Source: an optimization exercise on an open RTL-to-GDS flow (aim: small area). Production flows keep margins and buffers that such runs may drop.
Only simulation tests tie the RTL to the original design; equivalence was not proved.
No activity file was given, so power comes from the tool's default toggle rates.

## flow/design.v

```verilog
package stack_pkg;
    function automatic integer cnt_width(input integer depth);
        cnt_width = $clog2(depth + 1);
    endfunction
    function automatic integer addr_width(input integer depth);
        addr_width = (depth < 2) ? 1 : $clog2(depth);
    endfunction
endpackage
module stack_ram #(
    parameter int WIDTH = 8,
    parameter int WORDS = 255
) (
    input  logic             clk,
    input  logic [WORDS-1:0] wsel,
    input  logic [WIDTH-1:0] wdata,
    input  logic [WORDS-1:0] rsel,
    output logic [WIDTH-1:0] rdata
);
    logic [WORDS-1:0][WIDTH-1:0] mem_q;
    always_ff @(posedge clk) begin
        for (int i = 0; i < WORDS; i++) begin
            if (wsel[i]) mem_q[i] <= wdata;
        end
    end
    for (genvar b = 0; b < WIDTH; b++) begin : g_rd
        logic [WORDS-1:0] col;
        for (genvar i = 0; i < WORDS; i++) begin : g_col
            assign col[i] = mem_q[i][b];
        end
        stack_rdbit #(.WORDS(WORDS)) u_rd (.d(col), .sel(rsel), .q(rdata[b]));
    end
endmodule
module stack_rdbit #(
    parameter int WORDS = 255
) (
    input  logic [WORDS-1:0] d,
    input  logic [WORDS-1:0] sel,
    output logic             q
);
    assign q = |(d & sel);
endmodule
module stack_dec #(
    parameter int AW    = 8,
    parameter int WORDS = 255
) (
    input  logic             en,
    input  logic [AW-1:0]    addr,
    output logic [WORDS-1:0] out
);
    localparam int LW = AW / 2;
    localparam int HW = AW - LW;
    logic [(1<<LW)-1:0] lo;
    logic [(1<<HW)-1:0] hi;
    always_comb begin
        for (int i = 0; i < (1 << LW); i++) lo[i] = (addr[LW-1:0] == LW'(i));
        for (int i = 0; i < (1 << HW); i++) hi[i] = en & (addr[AW-1:LW] == HW'(i));
        for (int i = 0; i < WORDS; i++) out[i] = hi[i >> LW] & lo[i % (1 << LW)];
    end
endmodule
module param_stack #(
    parameter int WIDTH = 8,
    parameter int DEPTH = 256
) (
    input  logic                        clk,
    input  logic                        rst_n,
    input  logic                        push,
    input  logic                        pop,
    input  logic [WIDTH-1:0]            push_data,
    input  logic                        dup,
    input  logic                        swap,
    input  logic                        err_clr,
    output logic [WIDTH-1:0]            top,
    output logic [WIDTH-1:0]            pop_data,
    output logic                        pop_valid,
    output logic [$clog2(DEPTH+1)-1:0]  count,
    output logic                        full,
    output logic                        empty,
    output logic                        overflow,
    output logic                        underflow
);
    localparam int CNT_W = stack_pkg::cnt_width(DEPTH);
    localparam int AW    = stack_pkg::addr_width(DEPTH);
    localparam int WORDS = DEPTH - 1;
    logic [CNT_W-1:0] count_q;
    logic [WIDTH-1:0] top_q;
    logic [WIDTH-1:0] pop_data_q;
    logic             pop_valid_q;
    logic             overflow_q;
    logic             underflow_q;
    logic             is_full, is_empty, lt2;
    logic             op_repl, op_push, op_pop, op_dup, op_swap;
    logic             inc, dec, ovf_set, unf_set, we_up, we_sw, ld_push, ld_rd, pop_ok;
    logic [AW-1:0]    waddr, raddr;
    logic [WORDS-1:0] wsel, rsel;
    logic [WIDTH-1:0] rd;
    assign is_full  = count_q[CNT_W-1];
    assign is_empty = (count_q == '0);
    assign lt2      = (count_q[CNT_W-1:1] == '0);
    assign op_repl = push & pop;
    assign op_push = push & ~pop;
    assign op_pop  = pop & ~push;
    assign op_dup  = ~push & ~pop & dup;
    assign op_swap = ~push & ~pop & ~dup & swap;
    assign pop_ok  = pop & ~is_empty;                         
    assign inc     = (op_repl & is_empty) | ((op_push | (op_dup & ~is_empty)) & ~is_full);
    assign dec     = op_pop & ~is_empty;
    assign ovf_set = (op_push | (op_dup & ~is_empty)) & is_full;
    assign unf_set = ((op_pop | op_dup) & is_empty) | (op_swap & lt2);
    assign we_up   = (op_push | op_dup) & ~is_empty & ~is_full;
    assign we_sw   = op_swap & ~lt2;
    assign ld_push = push & (pop | ~is_full);                 
    assign ld_rd   = dec | we_sw;                             
    assign raddr = AW'(count_q - CNT_W'(2));
    assign waddr = AW'(count_q - (we_sw ? CNT_W'(2) : CNT_W'(1)));
    stack_dec #(.AW(AW), .WORDS(WORDS)) u_rdec (.en(1'b1), .addr(raddr), .out(rsel));
    stack_dec #(.AW(AW), .WORDS(WORDS)) u_wdec (.en(we_up | we_sw), .addr(waddr), .out(wsel));
    stack_ram #(
        .WIDTH (WIDTH),
        .WORDS (WORDS)
    ) u_ram (
        .clk   (clk),
        .wsel  (wsel),
        .wdata (top_q),
        .rsel  (rsel),
        .rdata (rd)
    );
    always_ff @(posedge clk or negedge rst_n) begin
        if (!rst_n) begin
            count_q     <= '0;
            top_q       <= '0;
            pop_data_q  <= '0;
            pop_valid_q <= 1'b0;
            overflow_q  <= 1'b0;
            underflow_q <= 1'b0;
        end else begin
            if (inc)       count_q <= count_q + CNT_W'(1);
            else if (dec)  count_q <= count_q - CNT_W'(1);
            if (ld_push)   top_q <= push_data;
            else if (ld_rd) top_q <= rd;
            if (pop_ok)    pop_data_q <= top_q;
            pop_valid_q <= pop_ok;
            overflow_q  <= ovf_set | (overflow_q  & ~err_clr);
            underflow_q <= unf_set | (underflow_q & ~err_clr);
        end
    end
    assign top       = top_q;
    assign pop_data  = pop_data_q;
    assign pop_valid = pop_valid_q;
    assign count     = count_q;
    assign full      = is_full;
    assign empty     = is_empty;
    assign overflow  = overflow_q;
    assign underflow = underflow_q;
endmodule
```

## flow/run.sh

```bash
#!/bin/bash
# synth_recipe.tcl (not shown) runs the flow's synth.tcl, then flattens the netlist and writes it again
# the make line also repeats each setting of config.mk as NAME=value (left out here)
make -C /OpenROAD-flow-scripts/flow DESIGN_CONFIG=/design/flow/config.mk WORK_HOME=/design/flow/orfs CLKGATE_MAP_FILE= SYNTH_SCRIPT=/design/flow/synth_recipe.tcl finish
```

## flow/config.mk

```make
export PLATFORM = sky130hd
export DESIGN_NAME = param_stack
export DESIGN_NICKNAME = param_stack
export VERILOG_FILES = /design/flow/design.v
export SDC_FILE = /design/flow/constraint.sdc
export NUM_CORES = 4
export LEC_CHECK = 0
export CAP_MARGIN = 20
export CELL_PAD_IN_SITES_DETAIL_PLACEMENT = 0
export CELL_PAD_IN_SITES_GLOBAL_PLACEMENT = 1
export CORE_MARGIN = 2
export CORE_UTILIZATION = 55
export PLACE_DENSITY = 0.65
export SLEW_MARGIN = 20
export SYNTH_HIERARCHICAL = 1
```

## flow/constraint.sdc

```tcl
create_clock -name core_clock -period 10.0 [get_ports {clk}]
set_input_delay 2.0000 -clock core_clock [delete_from_list [all_inputs] [get_ports {clk}]]
set_output_delay 2.0000 -clock core_clock [all_outputs]
set_load 0.01 [all_outputs]
```

==> run summary, run 1 <==
# TYPE chip_impl_metric gauge
chip_impl_metric{name="finish.cell_count_without_fillers",unit=""} 6425
chip_impl_info{name="top_cell_type_by_total_area_after_synthesis",value="sky130_fd_sc_hd__edfxtp_1"} 1
chip_impl_metric{name="starting_utilization_of_the_core_area",unit="%"} 55.33
chip_impl_metric{name="final.fill_count",unit=""} 9983
chip_impl_metric{name="detailedPlacementHpwl",unit="um"} 138300
chip_impl_info{name="worst_setup_path_start_kind",value="primary input"} 1
chip_impl_metric{name="post_cts_hold_buffer_count",unit=""} 0
chip_impl_metric{name="number_of_enable_type_register_cells_in_the_synthesized_netlist",unit=""} 2040
chip_impl_metric{name="layout_overhead_on_the_synthesized_area",unit="%"} 13.18
chip_impl_info{name="tritoncts_clock_tree",value="done"} 1
chip_impl_metric{name="timing.critical_path.arrival",unit="ps"} 7250
chip_impl_info{name="cts_root_buffer",value="sky130_fd_sc_hd__clkbuf_16"} 1
chip_impl_metric{name="vdd_drop_max",unit="mV"} 0.2998
chip_impl_metric{name="syn_area",unit="um^2"} 77100
chip_impl_info{name="worstSetupEndpointType",value="register"} 1
chip_impl_metric{name="drt_drc_violations_left",unit=""} 0
chip_impl_metric{name="drv_cap",unit=""} 0
chip_impl_metric{name="yosys_reg_bits",unit=""} 2068
chip_impl_metric{name="critPathMaxFanout",unit=""} 30
chip_impl_metric{name="die_w",unit="um"} 378.4
chip_impl_metric{name="grt.overflow.total",unit=""} 0
chip_impl_metric{name="cts_post_setup_buffers_inserted",unit=""} 0
chip_impl_metric{name="drt_wl_total",unit="um"} 238000
chip_impl_metric{name="power.density",unit="nW/um^2"} 285.7
chip_impl_metric{name="detailroute.via_count",unit=""} 45320
chip_impl_metric{name="cts.repair.resized",unit=""} 0
chip_impl_metric{name="h-tree-depth",unit=""} 4
chip_impl_metric{name="maxClockFrequency",unit="MHz"} 146.6
chip_impl_metric{name="worstSkewPairLatency",unit="ps"} 830
chip_impl_metric{name="finish.net_count",unit=""} 4396
chip_impl_metric{name="final_antenna_net_count",unit=""} 0
chip_impl_metric{name="async_flop_share",unit="%"} 1.354
chip_impl_metric{name="clockBufferDepth",unit=""} 3
chip_impl_metric{name="final_min_period_over_clock_period",unit="%"} 68.19
chip_impl_metric{name="timing.final.max_slew_violations",unit=""} 0
chip_impl_info{name="run_status",value="complete, no violations"} 1
chip_impl_metric{name="final-hold-violation-count",unit=""} 0
chip_impl_metric{name="finClkSkew",unit="ps"} 26.39
chip_impl_metric{name="syn_area_per_cell",unit="um^2"} 18.50
chip_impl_metric{name="avgRoutedWirePerCell",unit="um"} 37.05
chip_impl_metric{name="cts.reportedPaths.clkPinSlew",unit="ps"} 60
chip_impl_metric{name="clkSinkCount",unit=""} 2068
chip_impl_metric{name="tightestPinTransition",unit="ps"} 1166
chip_impl_metric{name="leakage",unit="nW"} 26.28
chip_impl_metric{name="count_of_distinct_cell_types_in_the_synthesized_netlist",unit=""} 66
chip_impl_metric{name="relative_max_transition_margin",unit="%"} 21.69
chip_impl_metric{name="die_area",unit="um^2"} 143200
chip_impl_info{name="hp-class",value="register to register"} 1
chip_impl_info{name="rsz_0062_raised_after_global_routing",value="false"} 1
chip_impl_info{name="leading_register_cell_type_out_of_synthesis",value="sky130_fd_sc_hd__edfxtp_1"} 1
chip_impl_metric{name="period_minus_slack",unit="ps"} 6819
chip_impl_metric{name="synth.yosys.seq_area_share",unit="%"} 80.36
chip_impl_metric{name="antenna_violations_before_repair",unit=""} 5
chip_impl_metric{name="globalplace.congestion",unit=""} 0.8850
chip_impl_metric{name="setup-tns-final",unit="ps"} 0
chip_impl_info{name="synth_most_common_cell",value="sky130_fd_sc_hd__edfxtp_1"} 1
chip_impl_metric{name="yosys_warnings",unit=""} 9
chip_impl_metric{name="chipHeight",unit="um"} 378.4
chip_impl_metric{name="detailedRoute.firstPassIterationCount",unit=""} 7
chip_impl_metric{name="netlist_instances",unit=""} 4168
chip_impl_metric{name="placeableCoreArea",unit="um^2"} 139400
chip_impl_metric{name="placementRows",unit=""} 137
chip_impl_metric{name="finalSetupViolCount",unit=""} 0
chip_impl_metric{name="yosys.area.top_type_share",unit="%"} 79.45
chip_impl_metric{name="grt_pass1_wl",unit="um"} 329700
chip_impl_metric{name="drtIter0Drc",unit=""} 6582
chip_impl_info{name="yosys-top-cells-area",value="sky130_fd_sc_hd__edfxtp_1 (79%), sky130_fd_sc_hd__a221oi_1 (4.8%), sky130_fd_sc_hd__a22o_1 (4.8%), sky130_fd_sc_hd__nor3_1 (3.1%), sky130_fd_sc_hd__a22oi_1 (1.6%)"} 1
chip_impl_metric{name="vias_in_the_first_global_route",unit=""} 43650
chip_impl_info{name="crit_type",value="primary input to register"} 1
chip_impl_metric{name="grt_start_max_net_pins",unit=""} 170
chip_impl_metric{name="cts-buffers-inserted",unit=""} 201
chip_impl_metric{name="worst_path_required",unit="ps"} 10430
chip_impl_metric{name="portBuffers",unit=""} 44
chip_impl_metric{name="layout-drive-gt1-share",unit="%"} 13.75
chip_impl_metric{name="globalRouteTotalUtil",unit="%"} 33.15
chip_impl_info{name="synth.cells.most_frequent",value="sky130_fd_sc_hd__edfxtp_1 (2040), sky130_fd_sc_hd__nor3_1 (476), sky130_fd_sc_hd__a221oi_1 (424), sky130_fd_sc_hd__a22o_1 (424), sky130_fd_sc_hd__a22oi_1 (160)"} 1
chip_impl_metric{name="post-place-cells",unit=""} 6031
chip_impl_metric{name="vias_per_cell",unit=""} 7.054
chip_impl_metric{name="top_level_ports",unit=""} 45
==> stage by stage <==
step	instance area (um^2)	utilization, %	worst slack [ps]	hold WS, ps	power, mW
3_5_place_dp	80190	57.54	2441	492.2	17.34
5_1_grt	87260	62.61	2962	536.5	25.45
3_3_place_gp	80170	57.52	2517	488.5	17.34
2_1_floorplan	77110	-	4632	535.3	13.92
6_report	87270	62.62	3181	516.5	24.93
4_1_cts	86840	62.31	3299	515.2	24.86
==> routing by layer <==
layer  GRT usage (%)  vias up  share of wire [%]
li1                -    18660                  -
met1           46.33    23260                 40
met2           50.97     2892                 46
met3           6.972      500                9.9
met4           14.09        6                4.4
met5               0        -              0.024
==> critical path: stages <==
cell and delay [ps]:
sky130_fd_sc_hd__clkdlybuf4s50_1 550, sky130_fd_sc_hd__nor4b_1 640, sky130_fd_sc_hd__o21ai_2 240, sky130_fd_sc_hd__ha_1 340, sky130_fd_sc_hd__a211oi_1 520, sky130_fd_sc_hd__nand2_1 170, sky130_fd_sc_hd__xnor2_1 410, sky130_fd_sc_hd__nand3_4 770
sky130_fd_sc_hd__buf_4 600, sky130_fd_sc_hd__nor3_1 950
==> cells in the final DEF, fill, tap and decap left out, types with 41 or more instances in the layout <==
cell type	n
sky130_fd_sc_hd__clkinv_2	41
sky130_fd_sc_hd__clkbuf_16	204
sky130_fd_sc_hd__clkdlybuf4s50_1	44
sky130_fd_sc_hd__a22oi_1	160
sky130_fd_sc_hd__nor3_1	407
sky130_fd_sc_hd__nor3_2	106
sky130_fd_sc_hd__nand4_1	140
sky130_fd_sc_hd__a221oi_1	424
sky130_fd_sc_hd__edfxtp_1	2040
sky130_fd_sc_hd__a22o_1	424
sky130_fd_sc_hd__buf_4	119
==> path summary, 6_finish.rpt <==
| kind | from | endpoint | slack [ps] | depth (start not counted) |
|---|---|---|---|---|
| min | pop_data_q[2]$_DFFE_PN0P_ | pop_data_q[2]$_DFFE_PN0P_ | 520 | 1 |
| min reg2reg | pop_data_q[2]$_DFFE_PN0P_ | pop_data_q[2]$_DFFE_PN0P_ | 520 | 1 |
| max reg2reg | count_q[1]$_DFFE_PN0P_ | top_q[7]$_DFFE_PN0P_ | 3670 | 15 |
| max in group asynchronous | rst_n | top_q[6]$_DFFE_PN0P_ | 8030 | 2 |
| max | pop | u_ram.mem_q[1870]$_DFFE_PP_ | 3180 | 10 |
| min in group asynchronous | rst_n | count_q[3]$_DFFE_PN0P_ | 1600 | 2 |
==> state kept, by name, summed over array words and instances, names as in the netlist <==
register and count:
pop_valid_q 1, overflow_q 1, count_q 9, pop_data_q 8, underflow_q 1, u_ram.mem_q 2040, top_q 8
==> kinds of logic after synthesis <==
family	synth area share, %
fa+ha+maj	0.09088
compound gates	11.59
buf+inv	1.151
flops	80.36
mux	0.2353
simple gates	6.355
xor+xnor	0.2158
other cells	0.004864
==> layout make-up <==
type	count	area (um^2)	share of cell area, %
clock inverter	128	1331	1.526
antenna	3	7.507	0.008603
tap	1876	2347	2.690
clock buffer	245	5319	6.095
timing repair buffer	185	1489	1.706
multi-input combinational	1910	14750	16.90
sequential	2068	61990	71.03
inverter	10	37.54	0.04301
==> power by group <==
group          internal (mW)  total [mW]  leakage, nW  switching (mW)
logic                  0.869        6.04         4.42            5.17
clock network           4.36        7.61         3.25            3.24
registers               11.0        11.3         18.6           0.279
total                   16.2        24.9         26.3            8.69
==> inputs of run 2 (changes only) <==
--- a/flow/design.v
+++ b/flow/design.v
@@ -13,4 +13,5 @@
     input  logic             clk,
     input  logic [WORDS-1:0] wsel,
+    input  logic [WORDS-1:0] wsel_n,
     input  logic [WIDTH-1:0] wdata,
     input  logic [WORDS-1:0] rsel,
@@ -18,8 +19,12 @@
 );
     logic [WORDS-1:0][WIDTH-1:0] mem_q;
-    always_ff @(posedge clk) begin
-        for (int i = 0; i < WORDS; i++) begin
-            if (wsel[i]) mem_q[i] <= wdata;
-        end
+    for (genvar i = 0; i < WORDS; i++) begin : g_w
+        stack_word #(.WIDTH(WIDTH)) u_word (
+            .clk  (clk),
+            .we   (wsel[i]),
+            .we_n (wsel_n[i]),
+            .d    (wdata),
+            .q    (mem_q[i])
+        );
     end
     for (genvar b = 0; b < WIDTH; b++) begin : g_rd
@@ -38,23 +43,73 @@
     output logic             q
 );
-    assign q = |(d & sel);
-endmodule
-module stack_dec #(
-    parameter int AW    = 8,
-    parameter int WORDS = 255
-) (
-    input  logic             en,
-    input  logic [AW-1:0]    addr,
-    output logic [WORDS-1:0] out
-);
-    localparam int LW = AW / 2;
-    localparam int HW = AW - LW;
-    logic [(1<<LW)-1:0] lo;
-    logic [(1<<HW)-1:0] hi;
+    localparam int NG = (WORDS + 2) / 3;
+    logic [3*NG-1:0] dx, sx;
+    logic [NG-1:0]   y_n;
+    assign dx = (3*NG)'(d);
+    assign sx = (3*NG)'(sel);
+    for (genvar g = 0; g < NG; g++) begin : g_aoi
+        stack_aoi222 u_aoi (
+            .a0(dx[3*g]),   .b0(sx[3*g]),
+            .a1(dx[3*g+1]), .b1(sx[3*g+1]),
+            .a2(dx[3*g+2]), .b2(sx[3*g+2]),
+            .y_n(y_n[g])
+        );
+    end
+    assign q = ~&y_n;
+endmodule
+module stack_word #(
+    parameter int WIDTH = 8
+) (
+    input  logic             clk,
+    input  logic             we,
+    input  logic             we_n,
+    input  logic [WIDTH-1:0] d,
+    output logic [WIDTH-1:0] q
+);
+    logic [WIDTH-1:0] nxt;
+    assign nxt = (q & {WIDTH{we_n}}) | (d & {WIDTH{we}});
+    always_ff @(posedge clk) q <= nxt;
+endmodule
+module stack_aoi222 (
+    input  logic a0, b0, a1, b1, a2, b2,
+    output logic y_n
+);
+    assign y_n = ~((a0 & b0) | (a1 & b1) | (a2 & b2));
+endmodule
+module stack_predec #(
+    parameter int W = 4
+) (
+    input  logic              en,
+    input  logic [W-1:0]      a,
+    output logic [(1<<W)-1:0] y_n
+);
     always_comb begin
-        for (int i = 0; i < (1 << LW); i++) lo[i] = (addr[LW-1:0] == LW'(i));
-        for (int i = 0; i < (1 << HW); i++) hi[i] = en & (addr[AW-1:LW] == HW'(i));
-        for (int i = 0; i < WORDS; i++) out[i] = hi[i >> LW] & lo[i % (1 << LW)];
-    end
+        for (int i = 0; i < (1 << W); i++) y_n[i] = ~(en & (a == W'(i)));
+    end
+endmodule
+module stack_dec_plane #(
+    parameter int LW    = 4,
+    parameter int HW    = 4,
+    parameter int WORDS = 255,
+    parameter int OFS   = 0
+) (
+    input  logic [(1<<HW)-1:0] hi_n,
+    input  logic [(1<<LW)-1:0] lo_n,
+    output logic [WORDS-1:0]   out
+);
+    localparam int N = 1 << (LW + HW);
+    always_comb begin
+        for (int i = 0; i < WORDS; i++) begin
+            out[i] = ~(hi_n[((i + OFS) % N) >> LW] | lo_n[((i + OFS) % N) % (1 << LW)]);
+        end
+    end
+endmodule
+module stack_inv #(
+    parameter int N = 255
+) (
+    input  logic [N-1:0] a,
+    output logic [N-1:0] y
+);
+    assign y = ~a;
 endmodule
 module param_stack #(
@@ -91,6 +146,6 @@
     logic             op_repl, op_push, op_pop, op_dup, op_swap;
     logic             inc, dec, ovf_set, unf_set, we_up, we_sw, ld_push, ld_rd, pop_ok;
-    logic [AW-1:0]    waddr, raddr;
-    logic [WORDS-1:0] wsel, rsel;
+    logic [AW-1:0]    waddr;
+    logic [WORDS-1:0] wsel, wsel_n, rsel;
     logic [WIDTH-1:0] rd;
     assign is_full  = count_q[CNT_W-1];
@@ -111,8 +166,20 @@
     assign ld_push = push & (pop | ~is_full);                 
     assign ld_rd   = dec | we_sw;                             
-    assign raddr = AW'(count_q - CNT_W'(2));
+    localparam int LW = AW / 2;
+    localparam int HW = AW - LW;
+    logic [(1<<LW)-1:0] rlo_n, wlo_n;
+    logic [(1<<HW)-1:0] rhi_n, whi_n;
     assign waddr = AW'(count_q - (we_sw ? CNT_W'(2) : CNT_W'(1)));
-    stack_dec #(.AW(AW), .WORDS(WORDS)) u_rdec (.en(1'b1), .addr(raddr), .out(rsel));
-    stack_dec #(.AW(AW), .WORDS(WORDS)) u_wdec (.en(we_up | we_sw), .addr(waddr), .out(wsel));
+    stack_predec #(.W(LW)) u_rlo (.en(1'b1), .a(count_q[LW-1:0]),  .y_n(rlo_n));
+    stack_predec #(.W(HW)) u_rhi (.en(1'b1), .a(count_q[AW-1:LW]), .y_n(rhi_n));
+    stack_dec_plane #(.LW(LW), .HW(HW), .WORDS(WORDS), .OFS(2)) u_rdec (
+        .hi_n(rhi_n), .lo_n(rlo_n), .out(rsel)
+    );
+    stack_predec #(.W(LW)) u_wlo (.en(1'b1),          .a(waddr[LW-1:0]),  .y_n(wlo_n));
+    stack_predec #(.W(HW)) u_whi (.en(we_up | we_sw), .a(waddr[AW-1:LW]), .y_n(whi_n));
+    stack_dec_plane #(.LW(LW), .HW(HW), .WORDS(WORDS), .OFS(0)) u_wdec (
+        .hi_n(whi_n), .lo_n(wlo_n), .out(wsel)
+    );
+    stack_inv #(.N(WORDS)) u_wsel_n (.a(wsel), .y(wsel_n));
     stack_ram #(
         .WIDTH (WIDTH),
@@ -121,4 +188,5 @@
         .clk   (clk),
         .wsel  (wsel),
+        .wsel_n(wsel_n),
         .wdata (top_q),
         .rsel  (rsel),
--- a/flow/config.mk
+++ b/flow/config.mk
@@ -11,4 +11,7 @@
 export CORE_MARGIN = 2
 export CORE_UTILIZATION = 55
+export CTS_BUF_LIST = sky130_fd_sc_hd__clkbuf_4 sky130_fd_sc_hd__clkbuf_8
+export CTS_CLUSTER_DIAMETER = 80
+export CTS_CLUSTER_SIZE = 14
 export PLACE_DENSITY = 0.65
 export SLEW_MARGIN = 20
==> run summary, run 2 <==
# TYPE chip_impl_metric gauge
chip_impl_info{name="run_status",value="complete, no violations"} 1
chip_impl_metric{name="netlist_instances",unit=""} 6700
chip_impl_info{name="layout.cells.most_common_list",value="sky130_fd_sc_hd__a22o_1 (2040), sky130_fd_sc_hd__dfxtp_1 (2040), sky130_fd_sc_hd__a222oi_1 (680)"} 1
chip_impl_metric{name="placeableCoreArea",unit="um^2"} 140900
chip_impl_metric{name="final-hold-violation-count",unit=""} 0
chip_impl_metric{name="synth-adder-area-share",unit="%"} 0.07398
chip_impl_metric{name="maxClockFrequency",unit="MHz"} 155.1
chip_impl_info{name="rsz_0062_raised_after_global_routing",value="false"} 1
chip_impl_metric{name="grt.overflow.total",unit=""} 0
chip_impl_metric{name="drv_cap",unit=""} 0
chip_impl_metric{name="synth.yosys.seq_area_share",unit="%"} 53.39
chip_impl_metric{name="layout-drive-gt1-share",unit="%"} 5.905
chip_impl_metric{name="globalplace.congestion",unit=""} 0.9508
chip_impl_metric{name="critPathMaxFanout",unit=""} 18
chip_impl_info{name="yosys-top-cells-area",value="sky130_fd_sc_hd__dfxtp_1 (52%), sky130_fd_sc_hd__a22o_1 (23%), sky130_fd_sc_hd__a222oi_1 (8.7%), sky130_fd_sc_hd__buf_6 (5.3%), sky130_fd_sc_hd__nor2_1 (2.5%)"} 1
chip_impl_metric{name="async_flop_share",unit="%"} 1.354
chip_impl_info{name="crit_type",value="register to register"} 1
chip_impl_metric{name="cp_slowest_stage_delay",unit="ps"} 1020
chip_impl_metric{name="yosys_reg_bits",unit=""} 2068
chip_impl_metric{name="timing.critical_path.arrival",unit="ps"} 7230
chip_impl_metric{name="yosys_warnings",unit=""} 11
chip_impl_metric{name="relative_max_transition_margin",unit="%"} 22.03
chip_impl_metric{name="drtIter0Drc",unit=""} 10130
chip_impl_info{name="hp-class",value="register to register"} 1
chip_impl_info{name="tritoncts_clock_tree",value="done"} 1
chip_impl_metric{name="yosys.area_share.simple",unit="%"} 5.526
chip_impl_metric{name="grt_start_max_net_pins",unit=""} 122
chip_impl_metric{name="worstSkewPairLatency",unit="ps"} 940
chip_impl_metric{name="synth_compound_area_share",unit="%"} 32.27
chip_impl_info{name="main_combinational_cell_family_by_area_after_synthesis",value="compound AO/OA/AOI/OAI gates"} 1
chip_impl_metric{name="postLayoutCellArea",unit="um^2"} 78420
chip_impl_metric{name="antenna_violations_before_repair",unit=""} 9
chip_impl_metric{name="die_w",unit="um"} 380.1
chip_impl_info{name="leading_register_cell_type_out_of_synthesis",value="sky130_fd_sc_hd__dfxtp_1"} 1
chip_impl_metric{name="count_of_distinct_cell_types_in_the_synthesized_netlist",unit=""} 59
chip_impl_metric{name="placementRows",unit=""} 138
chip_impl_metric{name="portBuffers",unit=""} 44
chip_impl_metric{name="detailedRoute.firstPassIterationCount",unit=""} 14
chip_impl_metric{name="setup-tns-final",unit="ps"} 0
chip_impl_metric{name="fin_total_pwr",unit="mW"} 17.13
chip_impl_metric{name="final.fill_count",unit=""} 12260
chip_impl_metric{name="cts.repair.resized",unit=""} 0
chip_impl_metric{name="grt_pass1_wl",unit="um"} 378800
chip_impl_metric{name="worst_path_required",unit="ps"} 10780
chip_impl_info{name="crit_top_cell",value="sky130_fd_sc_hd__nand4_1"} 1
chip_impl_metric{name="avgRoutedWirePerCell",unit="um"} 31.65
chip_impl_metric{name="tightestPinTransition",unit="ps"} 1167
chip_impl_metric{name="power.density",unit="nW/um^2"} 218.4
chip_impl_metric{name="cts_post_setup_buffers_inserted",unit=""} 0
chip_impl_metric{name="synth_mux_area_share",unit="%"} 0.1287
chip_impl_metric{name="detailedPlacementHpwl",unit="um"} 166400
chip_impl_metric{name="finish.cell_count_without_fillers",unit=""} 8279
chip_impl_metric{name="globalRouteTotalUtil",unit="%"} 34.43
chip_impl_metric{name="syn_area",unit="um^2"} 77800
chip_impl_metric{name="post_cts_hold_buffer_count",unit=""} 0
chip_impl_info{name="regMostFlops",value="u_ram.g_w.u_word.q"} 1
chip_impl_metric{name="vias_per_cell",unit=""} 7.237
chip_impl_metric{name="multi_input_comb_area",unit="um^2"} 29820
chip_impl_metric{name="clkSinkCount",unit=""} 2068
chip_impl_metric{name="crit_buf_inv",unit=""} 1
chip_impl_metric{name="vdd_drop_max",unit="mV"} 0.1667
chip_impl_metric{name="die_area",unit="um^2"} 144500
chip_impl_metric{name="ff_latch_area",unit="um^2"} 41570
chip_impl_metric{name="number_of_enable_type_register_cells_in_the_synthesized_netlist",unit=""} 0
chip_impl_metric{name="number_of_flip_flops_in_the_largest_register",unit=""} 2040
chip_impl_metric{name="timing.final.max_slew_violations",unit=""} 0
chip_impl_info{name="reg_top3",value="u_ram.g_w.u_word.q: 2040 flops, count_q: 9 flops"} 1
chip_impl_info{name="critical-path-top-delay-family",value="simple AND/OR/NAND/NOR gates"} 1
chip_impl_metric{name="syn_area_per_cell",unit="um^2"} 11.61
chip_impl_info{name="cts_root_buffer",value="sky130_fd_sc_hd__clkbuf_8"} 1
chip_impl_metric{name="finish.net_count",unit=""} 6386
chip_impl_metric{name="post-place-cells",unit=""} 8090
chip_impl_metric{name="clockBufferDepth",unit=""} 3
chip_impl_metric{name="synth-xor-area-share",unit="%"} 0.1238
chip_impl_info{name="timing.critical_path.cells",value="and3b_1 -> nand2_2 -> buf_4 -> nor2_2 -> a222oi_1 -> nand4_1 -> nor4_1 -> nand4_1 -> or4_1 -> nand2b_1 -> a21oi_1 -> a22oi_1 -> a31oi_1"} 1
chip_impl_metric{name="starting_utilization_of_the_core_area",unit="%"} 55.22
chip_impl_metric{name="top_level_ports",unit=""} 45
chip_impl_metric{name="detailed_place.area",unit="um^2"} 75960
chip_impl_metric{name="drt_drc_violations_left",unit=""} 0
chip_impl_metric{name="finClkSkew",unit="ps"} 33.46
chip_impl_metric{name="hold_ws",unit="ps"} 490.7
chip_impl_metric{name="final_min_period_over_clock_period",unit="%"} 64.48
chip_impl_metric{name="yosys.area.top_type_share",unit="%"} 52.49
chip_impl_metric{name="leakage",unit="nW"} 27.93
chip_impl_metric{name="chipHeight",unit="um"} 380.1
chip_impl_metric{name="finalSetupViolCount",unit=""} 0
chip_impl_info{name="worstSetupEndpointType",value="register"} 1
chip_impl_info{name="worst_setup_path_start_kind",value="register"} 1
chip_impl_info{name="critPathSlowestCell",value="sky130_fd_sc_hd__nor4_1"} 1
chip_impl_metric{name="h-tree-depth",unit=""} 4
chip_impl_metric{name="detailroute.via_count",unit=""} 59920
chip_impl_metric{name="period_minus_slack",unit="ps"} 6448
chip_impl_metric{name="layout_overhead_on_the_synthesized_area",unit="%"} 0.7977
chip_impl_info{name="synth.cells.most_frequent",value="sky130_fd_sc_hd__a22o_1 (2040), sky130_fd_sc_hd__dfxtp_1 (2040), sky130_fd_sc_hd__a222oi_1 (680)"} 1
chip_impl_metric{name="final_antenna_net_count",unit=""} 0
chip_impl_metric{name="cts.reportedPaths.clkPinSlew",unit="ps"} 100
chip_impl_metric{name="cts-buffers-inserted",unit=""} 165
chip_impl_metric{name="vias_in_the_first_global_route",unit=""} 55640
chip_impl_metric{name="drt_wl_total",unit="um"} 262000
chip_impl_info{name="top_cell_type_by_total_area_after_synthesis",value="sky130_fd_sc_hd__dfxtp_1"} 1
==> run 2: cell types whose count changed in the layout (fill, tap and decap cells not counted), moves of 105 or more <==
cell	before	now
sky130_fd_sc_hd__nor2_1	15	512
sky130_fd_sc_hd__a22oi_1	160	9
sky130_fd_sc_hd__a222oi_1	8	680
sky130_fd_sc_hd__clkbuf_8	6	170
sky130_fd_sc_hd__clkbuf_16	204	0
sky130_fd_sc_hd__dfxtp_1	0	2040
sky130_fd_sc_hd__nor3_1	407	8
sky130_fd_sc_hd__a221oi_1	424	2
sky130_fd_sc_hd__inv_1	9	265
sky130_fd_sc_hd__a22o_1	424	2040
sky130_fd_sc_hd__edfxtp_1	2040	0
sky130_fd_sc_hd__nor3_2	106	1
==> run 2: worst register-to-register path, cell delays in order (launching register included) <==
cell	delay, ps
sky130_fd_sc_hd__dfrtp_1	770
sky130_fd_sc_hd__and3b_1	330
sky130_fd_sc_hd__nand2_2	740
sky130_fd_sc_hd__buf_4	440
sky130_fd_sc_hd__nor2_2	160
sky130_fd_sc_hd__a222oi_1	480
sky130_fd_sc_hd__nand4_1	420
sky130_fd_sc_hd__nor4_1	1020
sky130_fd_sc_hd__nand4_1	510
sky130_fd_sc_hd__or4_1	740
sky130_fd_sc_hd__nand2b_1	110
sky130_fd_sc_hd__a21oi_1	40
sky130_fd_sc_hd__a22oi_1	350
sky130_fd_sc_hd__a31oi_1	160
==> run 2: per-module statistics from Yosys, one instance, submodules excluded, excerpt <==
module	flip-flops and latches	copies in the design	cell area, um^2	cells inside
stack_aoi222	0	680	10.01	1
param_stack	28	1	1908	217
==> run 2: metrics by stage <==
stage | setup WS [ps] | util (%)
2_1_floorplan | 3825 | -
3_3_place_gp | 2923 | 53.91
3_5_place_dp | 2880 | 53.91
4_1_cts | 3884 | 55.64
5_1_grt | 3517 | 55.65
6_report | 3552 | 55.66
==> run 2: final timing paths <==
check	startpoint	to	slack (ps)	cells past startpoint
min	u_ram.g_w[222].u_word.q[5]$_DFF_P_	u_ram.g_w[222].u_word.q[5]$_DFF_P_	490	1
max in group asynchronous	rst_n	top_q[5]$_DFFE_PN0P_	8160	2
max reg2reg	count_q[2]$_DFFE_PN0P_	top_q[2]$_DFFE_PN0P_	3550	13
min in group asynchronous	rst_n	top_q[0]$_DFFE_PN0P_	1480	2
max	count_q[2]$_DFFE_PN0P_	top_q[2]$_DFFE_PN0P_	3550	13
min reg2reg	u_ram.g_w[222].u_word.q[5]$_DFF_P_	u_ram.g_w[222].u_word.q[5]$_DFF_P_	490	1
==> run 2: cell type report <==
type,instances,area share [%]
timing repair buffer,142,1.548
tap,1890,3.016
inverter,265,1.268
multi-input combinational,3725,38.03
clock buffer,180,3.079
sequential,2068,53.01
antenna,5,0.01596
clock inverter,4,0.03670
==> run 2: cells by family after synthesis <==
group,after synthesis
DFF,2068
buffers and inverters,918
xor gates and xnor gates,11
AOI/OAI and AO/OA,2780
and+or+nand+nor,909
other,1
adders and majority gates,4
muxes,9
==> run 2: per-layer routing <==
layer / up-vias / track usage [%] / routed length [um]
met5: - / 0 / 27
met3: 580 / 7.083 / 26230
met1: 29770 / 49.05 / 113000
met2: 3360 / 50.62 / 111000
li1: 26200 / - / -
met4: 4 / 14.51 / 11730
==> run 2: power by group <==
group / switching, mW / internal (mW) / total, mW
clock: 2.67 / 1.56 / 4.24
sequential: 0.785 / 9.26 / 10.0
combinational: 1.75 / 1.09 / 2.84

-- what the ideal ports hide --
How much do the figures lean on ideal ports? The routed layouts below were timed once more, with nothing changed but the port constraints.
Step 1 (the two cells are an assumption about what drives the block):
set clk [get_ports {clk}]
set_driving_cell -lib_cell sky130_fd_sc_hd__clkbuf_16 $clk
set_driving_cell -lib_cell sky130_fd_sc_hd__buf_2 [delete_from_list [all_inputs] $clk]
Step 2 moves the port delays by t, midway between the first and last clock arrival at a register: inputs arrive t later, outputs are due t later. That takes back most of the time a late clock gives input paths.
Three values: no drivers, after step 1, after step 2; two values: the first two.
| run | shift t [ns] | slack for setup (ns) | hold WS [ns] | latest minus earliest clock arrival (ns) |
|---|---|---|---|---|
| run 1 | 0.897 | 3.181 / 3.240 / 2.343 | 0.517 / 0.517 / 0.517 | 0.035 / 0.035 |
| run 2 | 1.005 | 3.552 / 3.552 / 2.666 | 0.491 / 0.491 / 0.491 | 0.036 / 0.036 |
After both steps every run listed still meets setup and hold. For run 2, which loses most, drivers alone change the setup slack by 0.000 ns; drivers and shift together by -0.886 ns.
